Background: an optimization exercise with open tools, aiming at small area. Do not read the settings as production practice. Function was checked by simulation only, so behaviour that the tests miss may differ from the original. Power and IR drop assume default switching activity.

==> job 4009: inputs <==
==> flow/design.v (excerpt) <==
module sorted_ready_queue #(
  parameter int QUEUE_DEPTH = srq_pkg::QUEUE_DEPTH_DEF,
  parameter int TIME_BITS   = srq_pkg::TIME_BITS_DEF
) (
  input  wire logic clk,
  input  wire logic rst_n,
  input  wire logic start,
  output logic      busy,
  input  wire logic [41:0] in_data,
  output logic      out_strobe,
  output logic [46:0] out_data
);
==> module sorted_ready_queue, before the edit <==
module sorted_ready_queue #(
  parameter int QUEUE_DEPTH = srq_pkg::QUEUE_DEPTH_DEF,
  parameter int TIME_BITS   = srq_pkg::TIME_BITS_DEF
) (
  input  wire logic clk,
  input  wire logic rst_n,
  input  wire logic start,
  output logic      busy,
  input  wire logic [41:0] in_data,
  output logic      out_strobe,
  output logic [46:0] out_data
);
  localparam int W     = 8 + TIME_BITS;
  localparam int CNT_W = $clog2(QUEUE_DEPTH + 1);
  logic [1:0] cmd;
  assign cmd = in_data[41:40];
  logic [CNT_W-1:0] count_r;
  logic             pend_r;
  logic             strobe_r, found_r, full_r;
  logic             stg_valid_r, stg_sort_r;
  logic [W-1:0]     stg_word_r;
  logic is_insert, is_sort, is_take, is_deq;
  logic full, empty;
  assign is_insert = !cmd[1];
  assign is_sort   = (cmd == srq_pkg::CMD_SORT_IN);
  assign is_take   = cmd[1];
  assign is_deq    = (cmd == srq_pkg::CMD_DEQUEUE);
  assign full  = (count_r == CNT_W'(QUEUE_DEPTH));
  assign empty = (count_r == '0);
  logic [CNT_W-1:0] row_end_r;
  logic [TIME_BITS-1:0] stg_time;
  assign stg_time = stg_word_r[TIME_BITS-1:0];
  logic [W-1:0] word [0:QUEUE_DEPTH+1];
  logic         ge   [0:QUEUE_DEPTH-1];
  assign word[0]             = stg_word_r;
  assign word[QUEUE_DEPTH+1] = stg_word_r;
  logic                 place_sort;
  logic [QUEUE_DEPTH:0] hit_self;
  logic [QUEUE_DEPTH:0] upto;    
  logic [QUEUE_DEPTH:0] first;
  assign place_sort = stg_valid_r && stg_sort_r;
  for (genvar k = 0; k < QUEUE_DEPTH; k++) begin : g_hit
    logic live;
    assign live = (CNT_W'(k) < row_end_r);
    if (k == 0) begin : g0
      assign hit_self[k] = !pend_r && (!live || (place_sort && ge[k]));
    end else begin : gk
      assign hit_self[k] = !live || (place_sort && ge[k]);
    end
  end
  assign hit_self[QUEUE_DEPTH] = 1'b1;
  assign upto[0]  = hit_self[0];
  assign first[0] = hit_self[0];
  for (genvar k = 1; k <= QUEUE_DEPTH; k++) begin : g_upto
    assign upto[k]  = upto[k-1] | hit_self[k];
    assign first[k] = hit_self[k] && !upto[k-1];
  end
  for (genvar k = 0; k < QUEUE_DEPTH; k++) begin : g_cell
    logic s_hold, s_left, s_right, s_new, prev_hit;
    if (k == 0) begin : g0
      assign prev_hit = 1'b0;
    end else begin : gk
      assign prev_hit = upto[k-1];
    end
    assign s_hold  = pend_r ? upto[k] : !upto[k];
    assign s_right = pend_r && !upto[k+1];
    assign s_new   = pend_r ? first[k+1] : first[k];
    assign s_left  = !pend_r && prev_hit;
    srq_cell #(
      .TIME_BITS (TIME_BITS)
    ) u_cell (
      .clk        (clk),
      .sel_hold   (s_hold),
      .sel_left   (s_left),
      .sel_right  (s_right),
      .sel_new    (s_new),
      .new_word   (stg_word_r),
      .left_word  (word[k]),
      .right_word (word[k+2]),
      .new_time   (stg_time),
      .ge         (ge[k]),
      .word       (word[k+1])
    );
  end
  assign busy = 1'b0;
  always_ff @(posedge clk) begin
    if (!rst_n) begin
      count_r     <= '0;
      row_end_r   <= '0;
      pend_r      <= 1'b0;
      stg_valid_r <= 1'b0;
      strobe_r    <= 1'b0;
    end else begin
      strobe_r    <= start;
      row_end_r   <= count_r;
      pend_r      <= start && is_deq && !empty;
      stg_valid_r <= start && is_insert && !full;
      if (start && is_insert && !full) begin
        count_r <= count_r + CNT_W'(1);
      end else if (start && is_deq && !empty) begin
        count_r <= count_r - CNT_W'(1);
      end
    end
  end
  always_ff @(posedge clk) begin
    stg_word_r <= in_data[W-1:0];
    stg_sort_r <= is_sort;
    if (start) begin
      found_r <= is_take && !empty;
      full_r  <= is_insert && full;
    end
  end
  assign out_strobe = strobe_r;
  assign out_data   = {word[1] & {W{found_r}}, found_r, full_r, 5'(count_r)};
endmodule
==> flow/config.mk <==
export PLATFORM = sky130hd
export DESIGN_NAME = sorted_ready_queue
export DESIGN_NICKNAME = sorted_ready_queue
export VERILOG_FILES = /design/flow/design.v
export SDC_FILE = /design/flow/constraint.sdc
export NUM_CORES = 4
export LEC_CHECK = 0
export CAP_MARGIN = 5
export CORE_MARGIN = 2
export CORE_UTILIZATION = 50
export SETUP_SLACK_MARGIN = 0.05
export SLEW_MARGIN = 5
==> flow/constraint.sdc <==
create_clock -name core_clock -period 5.5 [get_ports {clk}]
set_input_delay 1.1000 -clock core_clock [delete_from_list [all_inputs] [get_ports {clk}]]
set_output_delay 1.1000 -clock core_clock [all_outputs]
set_load 0.01 [all_outputs]
standard.sh (not shown) runs the stock make flow with config.mk's settings and CLKGATE_MAP_FILE= SYNTH_SCRIPT=/design/flow/synth_recipe.tcl, a recipe that flattens the netlist after the stock synthesis.
==> flow/flow/run.sh <==
#!/bin/bash
# ORFS flow with the standard synthesis script, except that ABC maps
# with abc_map.script (one restructuring round instead of five), plus
# smaller port buffers and a lighter clock tree. make's output goes to
# standard.log; ORFS keeps each step's log in orfs/logs.
set -euo pipefail
here=$(pwd)
bash standard.sh \
  "SYNTH_SCRIPT=$here/flow/my_synth.tcl" \
  "BUFFER_PORTS_ARGS=-buffer_cell sky130_fd_sc_hd__buf_1" \
  "CTS_ARGS=-sink_clustering_enable -repair_clock_nets -buf_list sky130_fd_sc_hd__clkbuf_4 -sink_clustering_size 12 -sink_clustering_max_diameter 40 -dont_use_dummy_load" \
  finish > standard.log 2>&1
==> flow/flow/abc_map.script <==
&get -n
&st
&dch
&nf
&st
&syn2
&if -g -K 6
&synch2
&nf
&st
&dch
&nf
&put
topo
dnsize -c
==> flow/flow/my_synth.tcl <==
# The standard synthesis script (synth_recipe.tcl), with ABC's mapping
# script swapped for abc_map.script beside this file. Everything else,
# flip-flop mapping included, is the standard synthesis.
set my_abc_script [file join [file dirname [file normalize [info script]]] abc_map.script]
proc synth {args} { yosys synth -nofsm -noshare {*}$args }
proc abc {args} {
  set i [lsearch -exact $args -script]
  if { $i >= 0 } { lset args [expr { $i + 1 }] $::my_abc_script }
  yosys abc {*}$args
}
source $::env(SCRIPTS_DIR)/synth.tcl
# left out here: clear keep_hierarchy, flatten, clean up, hide names made inside functions, write 1_2_yosys.v
==> job 9405: changes against job 4009 <==
--- a/flow/flow/run.sh
+++ b/flow/flow/run.sh
@@ -9,4 +9,4 @@
   "SYNTH_SCRIPT=$here/flow/my_synth.tcl" \
   "BUFFER_PORTS_ARGS=-buffer_cell sky130_fd_sc_hd__buf_1" \
-  "CTS_ARGS=-sink_clustering_enable -repair_clock_nets -buf_list sky130_fd_sc_hd__clkbuf_4 -sink_clustering_size 12 -sink_clustering_max_diameter 40 -dont_use_dummy_load" \
+  "CTS_ARGS=-sink_clustering_enable -repair_clock_nets -buf_list sky130_fd_sc_hd__clkbuf_4 -sink_clustering_size 10 -sink_clustering_max_diameter 35 -dont_use_dummy_load" \
   finish > standard.log 2>&1
==> flow/flow/abc_map.script (replaced) <==
&get -n
&st
&dch
&nf
&st
&if -g -K 4
&synch2
&nf
&st
&dc2
&dch
&nf
&put
topo
dnsize -c
==> job 8878: changes against job 4009 <==
--- a/flow/design.v
+++ b/flow/design.v
@@ -58,38 +58,38 @@
   localparam int W     = 8 + TIME_BITS;
   localparam int CNT_W = $clog2(QUEUE_DEPTH + 1);
-  logic [1:0] cmd;
-  assign cmd = in_data[41:40];
+  logic [1:0]           cmd;
+  logic [W-1:0]         new_word;
+  logic [TIME_BITS-1:0] new_time;
+  assign cmd      = in_data[41:40];
+  assign new_word = in_data[39:0];
+  assign new_time = in_data[TIME_BITS-1:0];
   logic [CNT_W-1:0] count_r;
   logic             pend_r;
   logic             strobe_r, found_r, full_r;
-  logic             stg_valid_r, stg_sort_r;
-  logic [W-1:0]     stg_word_r;
   logic is_insert, is_sort, is_take, is_deq;
-  logic full, empty;
+  logic full, empty, ins, shift_all;
   assign is_insert = !cmd[1];
   assign is_sort   = (cmd == srq_pkg::CMD_SORT_IN);
   assign is_take   = cmd[1];
   assign is_deq    = (cmd == srq_pkg::CMD_DEQUEUE);
-  assign full  = (count_r == CNT_W'(QUEUE_DEPTH));
-  assign empty = (count_r == '0);
-  logic [CNT_W-1:0] row_end_r;
-  logic [TIME_BITS-1:0] stg_time;
-  assign stg_time = stg_word_r[TIME_BITS-1:0];
+  assign full      = (count_r == CNT_W'(QUEUE_DEPTH));
+  assign empty     = (count_r == '0);
+  assign ins       = start && is_insert && !full;
+  assign shift_all = start && is_take && pend_r;
   logic [W-1:0] word [0:QUEUE_DEPTH+1];
   logic         ge   [0:QUEUE_DEPTH-1];
-  assign word[0]             = stg_word_r;
-  assign word[QUEUE_DEPTH+1] = stg_word_r;
-  logic                 place_sort;
+  assign word[0]             = new_word;
+  assign word[QUEUE_DEPTH+1] = new_word;
   logic [QUEUE_DEPTH:0] hit_self;
   logic [QUEUE_DEPTH:0] upto;    
   logic [QUEUE_DEPTH:0] first;
-  assign place_sort = stg_valid_r && stg_sort_r;
   for (genvar k = 0; k < QUEUE_DEPTH; k++) begin : g_hit
     logic live;
-    assign live = (CNT_W'(k) < row_end_r);
     if (k == 0) begin : g0
-      assign hit_self[k] = !pend_r && (!live || (place_sort && ge[k]));
+      assign live        = !pend_r && !empty;
+      assign hit_self[k] = !pend_r && (!live || (is_sort && ge[k]));
     end else begin : gk
-      assign hit_self[k] = !live || (place_sort && ge[k]);
+      assign live        = pend_r ? (CNT_W'(k - 1) < count_r) : (CNT_W'(k) < count_r);
+      assign hit_self[k] = !live || (is_sort && ge[k]);
     end
   end
@@ -108,8 +108,8 @@
       assign prev_hit = upto[k-1];
     end
-    assign s_hold  = pend_r ? upto[k] : !upto[k];
-    assign s_right = pend_r && !upto[k+1];
-    assign s_new   = pend_r ? first[k+1] : first[k];
-    assign s_left  = !pend_r && prev_hit;
+    assign s_hold  = ins ? (pend_r ? upto[k] : !upto[k]) : !shift_all;
+    assign s_right = ins ? (pend_r && !upto[k+1]) : shift_all;
+    assign s_new   = ins && (pend_r ? first[k+1] : first[k]);
+    assign s_left  = ins && !pend_r && prev_hit;
     srq_cell #(
       .TIME_BITS (TIME_BITS)
@@ -120,8 +120,8 @@
       .sel_right  (s_right),
       .sel_new    (s_new),
-      .new_word   (stg_word_r),
+      .new_word   (new_word),
       .left_word  (word[k]),
       .right_word (word[k+2]),
-      .new_time   (stg_time),
+      .new_time   (new_time),
       .ge         (ge[k]),
       .word       (word[k+1])
@@ -131,24 +131,23 @@
   always_ff @(posedge clk) begin
     if (!rst_n) begin
-      count_r     <= '0;
-      row_end_r   <= '0;
-      pend_r      <= 1'b0;
-      stg_valid_r <= 1'b0;
-      strobe_r    <= 1'b0;
+      count_r  <= '0;
+      pend_r   <= 1'b0;
+      strobe_r <= 1'b0;
     end else begin
-      strobe_r    <= start;
-      row_end_r   <= count_r;
-      pend_r      <= start && is_deq && !empty;
-      stg_valid_r <= start && is_insert && !full;
-      if (start && is_insert && !full) begin
-        count_r <= count_r + CNT_W'(1);
-      end else if (start && is_deq && !empty) begin
-        count_r <= count_r - CNT_W'(1);
+      strobe_r <= start;
+      if (start) begin
+        if (is_insert) begin
+          if (!full) begin
+            count_r <= count_r + CNT_W'(1);
+            pend_r  <= 1'b0;
+          end
+        end else begin
+          pend_r <= is_deq;
+          if (is_deq && !empty) count_r <= count_r - CNT_W'(1);
+        end
       end
     end
   end
   always_ff @(posedge clk) begin
-    stg_word_r <= in_data[W-1:0];
-    stg_sort_r <= is_sort;
     if (start) begin
       found_r <= is_take && !empty;
==> flow/run.sh (new file) <==
#!/bin/bash
# synth_recipe.tcl (not shown) runs the flow's synth.tcl, then flattens the netlist and writes it again
# the make line also repeats each setting of config.mk as NAME=value (left out here)
make -C /OpenROAD-flow-scripts/flow DESIGN_CONFIG=/design/flow/config.mk WORK_HOME=/design/flow/orfs CLKGATE_MAP_FILE= SYNTH_SCRIPT=/design/flow/synth_recipe.tcl finish
- CAP_MARGIN: 5 -> 20
- CORE_UTILIZATION: 50 -> 40
- SETUP_SLACK_MARGIN: 0.05 -> unset
- SLEW_MARGIN: 5 -> 20
removed: flow/flow/run.sh
removed: flow/flow/abc_map.script
removed: flow/flow/my_synth.tcl
removed: flow/standard.sh
==> results.yml <==
yosys:
  synth.area.top_cells: "dfxtp_1 (44%), a222oi_1 (16%), nand2_1 (8.7%), a22oi_1 (6.5%), o22ai_1 (4.0%)"
  synth_seq_area_share_pct: 43.8
  synth-adder-area-share_pct: 0.832
timing:
  period_needed_ns: 5.23
  worst_pin_slew_ns: 1.20
pwr:
  seq-power_w: 0.0106
  swShare_pct: 39.5
  comb_power_share_pct: 30.9
cts:
  cts_made_buffers: 139
  clk_latency_ns: 1.02
  clk_pin_slew_worst_paths_ns: 0.08
global_route:
  use_met1_pct: 48.3
placement:
  hpwl_um: 80000
critical_path:
  rr_startpoint: "g_cell[1].u_cell.word_r[1]"
  r2r_cells: 22
final_layout:
  clkbuf_count: 139
route:
  drtIter0Drc: 5683
  dr.pass1.iters: 11
floorplan:
  die_w_um: 256
status:
  status: "no timing/DRC/antenna violations"
# the run above: job 9405

==> results.yml <==
floorplan:
  die_w_um: 302
critical_path:
  r2r_cells: 14
  rr_startpoint: "pend_r"
yosys:
  synth.area.top_cells: "dfxtp_1 (36%), a222oi_1 (11%), nand2_1 (6.8%), a221o_1 (4.7%), clkbuf_1 (3.9%)"
  synth_seq_area_share_pct: 36.5
pwr:
  comb_power_share_pct: 33.0
  swShare_pct: 39.8
placement:
  hpwl_um: 120000
cts:
  cts_made_buffers: 75
timing:
  worst_pin_slew_ns: 0.886
  period_needed_ns: 5.23
final_layout:
  clkbuf_count: 115
status:
  status: "no timing/DRC/antenna violations"
# the run above: job 8878

==> results.yml <==
global_route:
  use_met1_pct: 50.3
pwr:
  swShare_pct: 40.6
  seq-power_w: 0.0108
yosys:
  synth-adder-area-share_pct: 0.915
  synth.area.top_cells: "dfxtp_1 (42%), a222oi_1 (11%), a221o_1 (6.6%), nand2_1 (6.6%), a22oi_1 (3.4%)"
  synth_seq_area_share_pct: 41.8
critical_path:
  rr_startpoint: "stg_word_r[3]"
timing:
  worst_pin_slew_ns: 1.13
placement:
  hpwl_um: 86900
cts:
  clk_latency_ns: 0.96
  cts_made_buffers: 116
  clk_pin_slew_worst_paths_ns: 0.09
route:
  dr.pass1.iters: 13
  drtIter0Drc: 6420
floorplan:
  die_w_um: 262
status:
  status: "no timing/DRC/antenna violations"
final_layout:
  clkbuf_count: 116
# the run above: job 4009

==> separate check: timing with driven ports <==
In the flow no input, the clock included, has a driving cell. The finished layouts below were timed again as built, in two steps. Step 1 sets driving cells, clkbuf_16 on the clock port and buf_2 on the other inputs (assumed; they add their load-dependent delay and slew). Step 2 times the ports against the registers' clock, not the clock port: input delays grow and output delays shrink by t, the midpoint of the rising clock arrivals with the driver on. Three values: ideal, step 1, step 2; two values: the first two.
| run | t, ns | setup WS [ns] | clock arrival spread, ns | worst register clock-pin slew, ns |
|---|---|---|---|---|
| job 4009 | 0.960 | 0.299 / 0.299 / 0.299 | 0.109 / 0.109 | 0.12 / 0.12 |
| job 9405 | 1.039 | 0.267 / 0.267 / 0.267 | 0.100 / 0.100 | 0.11 / 0.11 |
| job 8878 | 0.685 | 0.269 / 0.309 / -0.376 | 0.038 / 0.038 | 0.07 / 0.07 |
With both steps, setup timing fails in job 8878, where it was met with ideal ports. The setup slack of job 8878, which loses most, moves by +0.040 ns with the drivers and by -0.645 ns with both steps.
